This design comes from an exercise in tuning for small area, a short achievable clock period and few clock cycles per item on the open sky130 flow, not from production work. The RTL was checked by simulation tests, not by an equivalence proof against the original design.

==> flow/design.v (excerpt) <==
module aes_top #(
  parameter int ADDR_W = 8
) (
  input  logic              clk,
  input  logic              reset,
  input  logic [ADDR_W-1:0] awaddr,
  input  logic              awvalid,
  output logic              awready,
  input  logic [31:0]       wdata,
  input  logic [3:0]        wstrb,
  input  logic              wvalid,
  output logic              wready,
  output logic [1:0]        bresp,
  output logic              bvalid,
  input  logic              bready,
  input  logic [ADDR_W-1:0] araddr,
  input  logic              arvalid,
  output logic              arready,
  output logic [31:0]       rdata,
  output logic [1:0]        rresp,
  output logic              rvalid,
  input  logic              rready
);
For scale: ~5,300 cells after synthesis, roughly 680 flip-flops, about 100 I/O pins, about 50,000 sq um of cells after synthesis.
export LEC_CHECK = 0
export CAP_MARGIN = 20
export CELL_PAD_IN_SITES_DETAIL_PLACEMENT = 0
export CELL_PAD_IN_SITES_GLOBAL_PLACEMENT = 0
export CORE_MARGIN = 2
export CORE_UTILIZATION = 40
export PLACE_DENSITY = 0.62
export SLEW_MARGIN = 20
create_clock -name core_clock -period 10.0 [get_ports {clk}]
standard.sh (not shown) runs the stock make flow with config.mk's settings and CLKGATE_MAP_FILE= SYNTH_SCRIPT=/design/flow/synth_recipe.tcl, a recipe that flattens the netlist after the stock synthesis.
==> flow/flow/run.sh <==
#!/bin/bash
# Layout flow: the standard flow, except that
#  - synthesis maps the logic with the ABC script in flow/synth.abc (area-oriented
#    mapping that keeps the xor structure of the s-boxes) instead of ORFS's speed script;
#  - the make calls get the extra settings in EXTRA: repair aims at a larger setup
#    margin, and the port buffers that placement inserts on every input and output are
#    buf_2 cells rather than the default delay buffer.
# Everything else (yosys synth -nofsm -noshare, flattening, renaming, floorplan to finish,
# the final DEF) is the standard flow.
set -euo pipefail
W=$PWD
F=$W/flow
EXTRA='SETUP_SLACK_MARGIN=5.75 BUFFER_PORTS_ARGS="-buffer_cell sky130_fd_sc_hd__buf_2"'

# ORFS synthesis script with only the abc script replaced
sed -e 's|^\( *\)log_cmd abc {\*}\$abc_args|\1set abc_args [lreplace $abc_args 1 1 '"$F"'/synth.abc]\n\1log_cmd abc {*}$abc_args|' \
  "$FLOW_HOME/scripts/synth.tcl" > "$W/synth_custom.tcl"
grep -q "$F/synth.abc" "$W/synth_custom.tcl"
sed -e 's|source \$::env(SCRIPTS_DIR)/synth.tcl|source '"$W"'/synth_custom.tcl|' synth_recipe.tcl > "$W/synth_recipe_custom.tcl"
grep -q "synth_custom.tcl" "$W/synth_recipe_custom.tcl"

# standard.sh with the extra settings; synthesis also with the custom script
sed -e 's|"\${@:-finish}"|'"$EXTRA"' "${@:-finish}"|' standard.sh > "$W/layout_custom.sh"
grep -q "$EXTRA" "$W/layout_custom.sh"
sed -e 's|SYNTH_SCRIPT=[^ ]*|SYNTH_SCRIPT='"$W"'/synth_recipe_custom.tcl|' "$W/layout_custom.sh" > "$W/synth_custom.sh"

bash "$W/synth_custom.sh" synth > "$W/synth.log" 2>&1
bash "$W/layout_custom.sh" > "$W/layout.log" 2>&1
==> flow/flow/synth.abc <==
strash
&get -n
&dch -f
&nf -R 1000
&put
Testbench counts at the start, summed over its fixed seeds: cycles 5,056, blocks 128.
Rerun with:
--- a/flow/flow/run.sh
+++ b/flow/flow/run.sh
@@ -5,3 +5 @@
-#  - the make calls get the extra settings in EXTRA: repair aims at a larger setup
-#    margin, and the port buffers that placement inserts on every input and output are
-#    buf_2 cells rather than the default delay buffer.
+#  - the make calls get the extra settings in EXTRA (repair aims at a larger setup margin).
@@ -13 +11 @@
-EXTRA='SETUP_SLACK_MARGIN=5.75 BUFFER_PORTS_ARGS="-buffer_cell sky130_fd_sc_hd__buf_2"'
+EXTRA="SETUP_SLACK_MARGIN=5.75"
Settings changed: CELL_PAD_IN_SITES_DETAIL_PLACEMENT 0 to 1, CELL_PAD_IN_SITES_GLOBAL_PLACEMENT 0 to 2, CORE_UTILIZATION 40 to 45, PLACE_DENSITY 0.62 to 0.65.
After rerunning:
- routed wire length climbs by 16%
- flip-flop and latch count does not change
- cell count drops by about 2%
- non-clock buffer count climbs by 11
- register-to-register slack is worse by 0.05 ns
- final area climbs by 1.4%
- area after synthesis stays the same
- first-iteration DRC count drops by 13%
Rerun with:
Settings changed: CORE_UTILIZATION 45 to 40, PLACE_DENSITY 0.65 to 0.55.
Worst setup slack gets better by 0.095 ns.
Utilization went down by 5.5 points.
Count of clock-buffer cells in the layout went up by 4.
Die area went up by 12%.
Global-route usage went down by 2.6 points.
Via count hardly moves.

[port drivers added, routing unchanged]
How much do the figures lean on ideal ports? The routed layouts below were timed once more, with nothing changed but the port constraints. Step 1, drivers: a clkbuf_16 drives clk and a buf_2 each remaining input, both assumed. Step 2, shift: input delay + t, output delay - t, t = (earliest + latest rising clock arrival at the registers) / 2. This alone moves slack from input paths to output paths. Three values: ideal, step 1, step 2; two values: the first two.
| run | t, ns | setup slack, ns | worst data-port slew with drivers (ns) |
|---|---|---|---|
| the first run | 0.758 | 5.760 / 5.760 / 5.113 | 0.05 |
| the second run | 0.738 | 5.708 / 5.708 / 5.267 | 0.05 |
| the third run | 0.781 | 5.803 / 5.803 / 5.225 | 0.05 |
After both steps setup and hold are still met in every run listed. The setup slack of the first run, which loses most, moves by 0.000 ns with the drivers and by -0.647 ns with both steps.
